Context: an optimization exercise on an open-source flow, tuned for small area and a short achievable clock period. The choices shown serve that exercise and are no tape-out recipe. In this exercise RTL edits were held to simulation tests only and were not proved equivalent to the original.

==> inputs of onyx <==
==> flow/design.v <==
package sb_pkg;
    typedef logic [32-1:0]  inst_word_t;
    typedef logic [5-1:0] reg_idx_t;
    typedef logic [3-1:0]  fu_id_t;    
    typedef logic [5-1:0]  op_code_t;
    typedef enum logic [1:0] {
        CTRL_RUN,
        CTRL_WAIT_JUMP,
        CTRL_FLUSH
    } ctrl_state_t;
endpackage
`timescale 1ns/1ps
module inst_decoder (
    input  logic [31:0]  inst,
    input  logic         st_run,
    input  logic         st_flush,
    input  logic [5:1]   busy,
    input  logic [24:0]  dst_all,      
    output logic         issue_en,
    output logic [5:1]   rec,          
    output logic [4:0]   dec_op,
    output logic [4:0]   dec_dst,
    output logic [4:0]   dec_src1,
    output logic [4:0]   dec_src2,
    output logic         dd_nz,        
    output logic         ds1_nz,
    output logic         ds2_nz,
    output logic [5:1]   m1,           
    output logic [5:1]   m2
);
    logic [6:0] opcode;
    logic [2:0] funct3;
    logic [6:0] funct7;
    logic [4:0] rd_f, rs1_f, rs2_f;
    logic       alt_ok;
    logic [2:0] dec_fu;
    logic       use_rd, use_rs1, use_rs2;
    assign opcode = inst[6:0];
    assign funct3 = inst[14:12];
    assign funct7 = inst[31:25];
    assign rd_f   = inst[11:7];
    assign rs1_f  = inst[19:15];
    assign rs2_f  = inst[24:20];
    assign alt_ok = (funct7 == 7'h00) ||
                    (funct7 == 7'h20 && (funct3 == 3'b000 || funct3 == 3'b101));
    always_comb begin
        dec_fu  = 3'd0;
        dec_op  = '0;
        use_rd  = 1'b0;
        use_rs1 = 1'b0;
        use_rs2 = 1'b0;
        case (opcode)
            7'b0110011: begin
                if (funct7 == 7'h01) begin
                    dec_fu = funct3[2] ? 3'd4 : 3'd3;
                    dec_op = {3'b000, funct3[1:0]};
                    use_rd = 1'b1; use_rs1 = 1'b1; use_rs2 = 1'b1;
                end else if (alt_ok) begin
                    dec_fu = 3'd1;
                    dec_op = {1'b0, funct7[5], funct3};
                    use_rd = 1'b1; use_rs1 = 1'b1; use_rs2 = 1'b1;
                end
            end
            7'b0010011: begin
                if (funct3[1:0] != 2'b01 || alt_ok) begin
                    dec_fu  = 3'd1;
                    dec_op  = {1'b1, funct3 == 3'b101 && funct7[5], funct3};
                    use_rd  = 1'b1;
                    use_rs1 = 1'b1;
                end
            end
            7'b0000011: begin
                if (funct3 != 3'd3 && funct3 != 3'd6 && funct3 != 3'd7) begin
                    dec_fu  = 3'd2;
                    dec_op  = {2'b00, funct3};
                    use_rd  = 1'b1;
                    use_rs1 = 1'b1;
                end
            end
            7'b0100011: begin
                if (funct3 == 3'd0 || funct3 == 3'd1 || funct3 == 3'd2) begin
                    dec_fu  = 3'd2;
                    dec_op  = {2'b01, funct3};
                    use_rs1 = 1'b1;
                    use_rs2 = 1'b1;
                end
            end
            7'b1100011: begin
                if (funct3[2:1] != 2'b01) begin
                    dec_fu  = 3'd5;
                    dec_op  = {2'b00, funct3};
                    use_rs1 = 1'b1;
                    use_rs2 = 1'b1;
                end
            end
            7'b0110111: begin
                dec_fu = 3'd1;
                dec_op = 5'd24;
                use_rd = 1'b1;
            end
            7'b0010111: begin
                dec_fu = 3'd1;
                dec_op = 5'd25;
                use_rd = 1'b1;
            end
            7'b1101111: begin
                dec_fu = 3'd5;
                dec_op = 5'd8;
                use_rd = 1'b1;
            end
            7'b1100111: begin
                if (funct3 == 3'b000) begin
                    dec_fu  = 3'd5;
                    dec_op  = 5'd9;
                    use_rd  = 1'b1;
                    use_rs1 = 1'b1;
                end
            end
            default: ;
        endcase
    end
    assign dec_dst  = use_rd  ? rd_f  : '0;
    assign dec_src1 = use_rs1 ? rs1_f : '0;
    assign dec_src2 = use_rs2 ? rs2_f : '0;
    assign dd_nz    = use_rd  && (rd_f  != 5'd0);
    assign ds1_nz   = use_rs1 && (rs1_f != 5'd0);
    assign ds2_nz   = use_rs2 && (rs2_f != 5'd0);
    logic [5:1] sel, m_d;
    always_comb begin
        for (int u = 1; u <= 5; u++) begin
            sel[u] = (dec_fu == 3'(u));
            m_d[u] = busy[u] && (dst_all[5*(u-1) +: 5] == rd_f);
            m1[u]  = busy[u] && (dst_all[5*(u-1) +: 5] == rs1_f);
            m2[u]  = busy[u] && (dst_all[5*(u-1) +: 5] == rs2_f);
        end
    end
    logic stall;
    assign stall    = (|(sel & busy)) || (dd_nz && (|m_d));
    assign issue_en = st_flush || (st_run && !stall);
    assign rec      = (st_run && !stall) ? sel : 5'b0;
endmodule
`timescale 1ns/1ps
module writeback_arbiter (
    input  logic [5:1]   rdy1,
    input  logic [5:1]   rdy2,
    input  logic [5:1]   done,
    input  logic [5:1]   blk,          
    input  logic [4:0]   op_alu,
    input  logic [3:0]   op_mem,
    input  logic [1:0]   op_mul,
    input  logic [1:0]   op_div,
    input  logic [3:0]   op_jmp,
    input  logic [24:0]  src1_all,
    input  logic [24:0]  src2_all,
    input  logic [24:0]  dst_all,
    output logic [5:1]   disp,
    output logic [5:1]   wb,
    output logic [4:0]   disp_op,
    output logic [4:0]   rs1_ctrl,
    output logic [4:0]   rs2_ctrl,
    output logic         reg_write,
    output logic [2:0]   write_sel,
    output logic [4:0]   rd_ctrl
);
    logic [5:1] both, cand;
    assign both = rdy1 & rdy2;
    assign cand = done & ~blk;
    always_comb begin
        disp = '0;
        if (both[5])      disp[5] = 1'b1;
        else if (both[1]) disp[1] = 1'b1;
        else if (both[2]) disp[2] = 1'b1;
        else if (both[3]) disp[3] = 1'b1;
        else if (both[4]) disp[4] = 1'b1;
        wb = '0;
        if (cand[5])      wb[5] = 1'b1;
        else if (cand[1]) wb[1] = 1'b1;
        else if (cand[2]) wb[2] = 1'b1;
        else if (cand[3]) wb[3] = 1'b1;
        else if (cand[4]) wb[4] = 1'b1;
    end
    always_comb begin
        disp_op  = ({5{disp[1]}} & op_alu)
                 | ({5{disp[2]}} & {1'b0, op_mem})
                 | ({5{disp[3]}} & {3'b000, op_mul})
                 | ({5{disp[4]}} & {3'b000, op_div})
                 | ({5{disp[5]}} & {1'b0, op_jmp});
        rs1_ctrl = '0;
        rs2_ctrl = '0;
        rd_ctrl  = '0;
        for (int u = 1; u <= 5; u++) begin
            rs1_ctrl = rs1_ctrl | ({5{disp[u]}} & src1_all[5*(u-1) +: 5]);
            rs2_ctrl = rs2_ctrl | ({5{disp[u]}} & src2_all[5*(u-1) +: 5]);
            rd_ctrl  = rd_ctrl  | ({5{wb[u]}}   & dst_all[5*(u-1) +: 5]);
        end
    end
    assign reg_write = |cand;
    assign write_sel = {wb[4] | wb[5], wb[2] | wb[3], wb[1] | wb[3] | wb[5]};
endmodule
`timescale 1ns/1ps
module scoreboard_ctrl (
    input  logic               clk,
    input  logic               rst,
    input  sb_pkg::inst_word_t inst,
    input  logic               alu_done,
    input  logic               mem_done,
    input  logic               mul_done,
    input  logic               div_done,
    input  logic               jump_done,
    input  logic               is_jump,
    output logic               issue_en,
    output logic               alu_en,
    output logic               mem_en,
    output logic               mul_en,
    output logic               div_en,
    output logic               jump_en,
    output sb_pkg::op_code_t   disp_op,
    output sb_pkg::reg_idx_t   rs1_ctrl,
    output sb_pkg::reg_idx_t   rs2_ctrl,
    output logic               reg_write,
    output sb_pkg::fu_id_t     write_sel,
    output sb_pkg::reg_idx_t   rd_ctrl
);
    localparam int N = 5;
    logic [1:0]      state;             
    logic [N:1]      busy, done, rdy1, rdy2, wt1, wt2;
    logic [4:0]      dst  [1:N];
    logic [4:0]      src1 [1:N];
    logic [4:0]      src2 [1:N];
    logic [4:0]      op_alu;
    logic [3:0]      op_mem, op_jmp;
    logic [1:0]      op_mul, op_div;
    logic [N:1]      war [1:N];         
    logic [24:0] dst_all, src1_all, src2_all;
    assign dst_all  = {dst[5],  dst[4],  dst[3],  dst[2],  dst[1]};
    assign src1_all = {src1[5], src1[4], src1[3], src1[2], src1[1]};
    assign src2_all = {src2[5], src2[4], src2[3], src2[2], src2[1]};
    logic [N:1] rec, m1, m2;
    logic [4:0] dec_op, dec_dst, dec_src1, dec_src2;
    logic       dd_nz, ds1_nz, ds2_nz;
    inst_decoder u_dec (
        .inst     (inst),
        .st_run   (state == 2'd0),
        .st_flush (state == 2'd2),
        .busy     (busy),
        .dst_all  (dst_all),
        .issue_en (issue_en),
        .rec      (rec),
        .dec_op   (dec_op),
        .dec_dst  (dec_dst),
        .dec_src1 (dec_src1),
        .dec_src2 (dec_src2),
        .dd_nz    (dd_nz),
        .ds1_nz   (ds1_nz),
        .ds2_nz   (ds2_nz),
        .m1       (m1),
        .m2       (m2)
    );
    logic [N:1] blk, disp, wb;
    always_comb begin
        for (int u = 1; u <= N; u++) begin
            blk[u] = 1'b0;
            for (int v = 1; v <= N; v++) begin
                if (v != u) blk[u] = blk[u] | war[v][u];
            end
        end
    end
    writeback_arbiter u_out (
        .rdy1      (rdy1),
        .rdy2      (rdy2),
        .done      (done),
        .blk       (blk),
        .op_alu    (op_alu),
        .op_mem    (op_mem),
        .op_mul    (op_mul),
        .op_div    (op_div),
        .op_jmp    (op_jmp),
        .src1_all  (src1_all),
        .src2_all  (src2_all),
        .dst_all   (dst_all),
        .disp      (disp),
        .wb        (wb),
        .disp_op   (disp_op),
        .rs1_ctrl  (rs1_ctrl),
        .rs2_ctrl  (rs2_ctrl),
        .reg_write (reg_write),
        .write_sel (write_sel),
        .rd_ctrl   (rd_ctrl)
    );
    assign alu_en  = disp[1];
    assign mem_en  = disp[2];
    assign mul_en  = disp[3];
    assign div_en  = disp[4];
    assign jump_en = disp[5];
    logic rdy1_now, rdy2_now;
    assign rdy1_now = !(ds1_nz && |(m1 & ~wb));
    assign rdy2_now = !(ds2_nz && |(m2 & ~wb));
    logic [N:1] wake1, wake2, rdy1_n, rdy2_n, wt1_n, wt2_n;
    logic [N:1] done_in;
    assign done_in = {jump_done, div_done, mul_done, mem_done, alu_done};
    always_comb begin
        for (int u = 1; u <= N; u++) begin
            wake1[u] = wt1[u] && (src1[u] == rd_ctrl);
            wake2[u] = wt2[u] && (src2[u] == rd_ctrl);
            rdy1_n[u] = ((rec[u] ? rdy1_now : rdy1[u]) && !disp[u]) || wake1[u];
            rdy2_n[u] = ((rec[u] ? rdy2_now : rdy2[u]) && !disp[u]) || wake2[u];
            wt1_n[u]  = (rec[u] ? !rdy1_now : wt1[u]) && !wake1[u];
            wt2_n[u]  = (rec[u] ? !rdy2_now : wt2[u]) && !wake2[u];
        end
    end
    always_ff @(posedge clk or posedge rst) begin
        if (rst) begin
            state <= 2'd0;
            busy  <= '0;
            done  <= '0;
            rdy1  <= '0;
            rdy2  <= '0;
            wt1   <= '0;
            wt2   <= '0;
        end else begin
            case (state)
                2'd0:    if (rec[5]) state <= 2'd1;
                2'd1:    if (jump_done) state <= is_jump ? 2'd2 : 2'd0;
                default: state <= 2'd0;
            endcase
            busy <= (busy | rec) & ~wb;
            done <= (done | (done_in & busy)) & ~wb;
            rdy1 <= rdy1_n;
            rdy2 <= rdy2_n;
            wt1  <= wt1_n;
            wt2  <= wt2_n;
        end
    end
    always_ff @(posedge clk) begin
        for (int u = 1; u <= N; u++) begin
            if (rec[u]) begin
                dst[u]  <= dec_dst;
                src1[u] <= dec_src1;
                src2[u] <= dec_src2;
            end
        end
        if (rec[1]) op_alu <= dec_op;
        if (rec[2]) op_mem <= dec_op[3:0];
        if (rec[3]) op_mul <= dec_op[1:0];
        if (rec[4]) op_div <= dec_op[1:0];
        if (rec[5]) op_jmp <= dec_op[3:0];
    end
    always_ff @(posedge clk) begin
        for (int u = 1; u <= N; u++) begin
            for (int v = 1; v <= N; v++) begin
                if (v != u) begin
                    if (rec[u])
                        war[v][u] <= dd_nz && ((rdy1_n[v] && src1[v] == dec_dst) ||
                                               (rdy2_n[v] && src2[v] == dec_dst));
                    else if (rec[v])
                        war[v][u] <= (rdy1_n[v] && ds1_nz && m1[u]) ||
                                     (rdy2_n[v] && ds2_nz && m2[u]);
                    else
                        war[v][u] <= war[v][u] && !disp[v];
                end else begin
                    war[v][u] <= 1'b0;
                end
            end
        end
    end
endmodule
==> flow/flow/run.sh <==
#!/bin/bash
# Layout: the standard ORFS flow, with the port buffers inserted at
# placement made of the smallest plain buffer (the resizer still sizes them up
# where timing or slew needs it). Make's full output goes to flow_make.log.
set -euo pipefail
export BUFFER_PORTS_ARGS="-buffer_cell sky130_fd_sc_hd__buf_1"
bash standard.sh > flow_make.log 2>&1
==> flow/standard.sh <==
#!/bin/bash
# synth_recipe.tcl (not shown) runs the flow's synth.tcl, then flattens the netlist and writes it again
# the make line also repeats each setting of config.mk as NAME=value (left out here)
make -C /OpenROAD-flow-scripts/flow DESIGN_CONFIG=/design/flow/config.mk WORK_HOME=/design/flow/orfs CLKGATE_MAP_FILE= SYNTH_SCRIPT=/design/flow/synth_recipe.tcl "${@:-finish}"
==> flow/config.mk <==
export PLATFORM = sky130hd
export DESIGN_NAME = scoreboard_ctrl
export DESIGN_NICKNAME = scoreboard_ctrl
export VERILOG_FILES = /design/flow/design.v
export SDC_FILE = /design/flow/constraint.sdc
export NUM_CORES = 4
export LEC_CHECK = 0
export CAP_MARGIN = 20
export CORE_MARGIN = 2
export CORE_UTILIZATION = 40
export CTS_BUF_LIST = sky130_fd_sc_hd__clkbuf_8
export SETUP_SLACK_MARGIN = 3.8
export SLEW_MARGIN = 20
export SYNTH_HIERARCHICAL = 1
==> flow/constraint.sdc <==
create_clock -name core_clock -period 8.5 [get_ports {clk}]
set_input_delay 1.7000 -clock core_clock [delete_from_list [all_inputs] [get_ports {clk}]]
set_output_delay 1.7000 -clock core_clock [all_outputs]
set_load 0.01 [all_outputs]
==> umber: changes against onyx <==
Settings changed: CORE_UTILIZATION 40 to 55, SETUP_SLACK_MARGIN 3.8 to 3.7.
==> impl_metrics.tcl <==
set metrics [dict create \
    holdWs_ns 0.4853 \
    status "no timing/DRC/antenna violations" \
    taps 216 \
    fillers 1295 \
    grt_pass1_wl_um 41430 \
    worstRegToRegCells 13 \
    holdPathEnd "wt2[4]" \
]
[end of results for umber]
==> impl_metrics.tcl <==
set metrics [dict create \
    taps 280 \
    holdPathEnd "wt2[1]" \
    hp-class "register to register" \
    seq_area_frac_synth 0.4494 \
    worstRegToRegCells 12 \
    vias 7252 \
    seq_share 0.3910 \
    fillers 2079 \
    synthTopCellsByArea "edfxtp_1 (31%), xor2_1 (14%), dfrtp_1 (9.1%), dfxtp_1 (4.5%), xnor2_1 (3.5%)" \
    status "no timing/DRC/antenna violations" \
]
[end of results for onyx]

==> static timing again, ports no longer ideal <==
No port has a modelled driver above. Below, the same layouts with a new extraction and two added sets of constraints. Step 1 assumes that a clkbuf_16 drives the clock port and a buf_2 every other input. Step 2, shift: input delay + t, output delay - t, t = (earliest + latest rising clock arrival at the registers) / 2. This alone moves slack from input paths to output paths. a / b / c = ideal / step 1 / step 2; a / b = the first two.
run | t, ns | slack for setup (ns) | worst hold slack (ns) | clock arrival spread, ns
onyx | 0.506 | 3.669 / 3.644 / 3.371 | 0.487 / 0.487 / 0.487 | 0.016 / 0.016
umber | 0.488 | 3.622 / 3.588 / 3.463 | 0.485 / 0.485 / 0.485 | 0.017 / 0.017
After both steps every run listed still meets setup and hold. For onyx, which loses most, drivers alone change the setup slack by -0.025 ns; drivers and shift together by -0.298 ns.
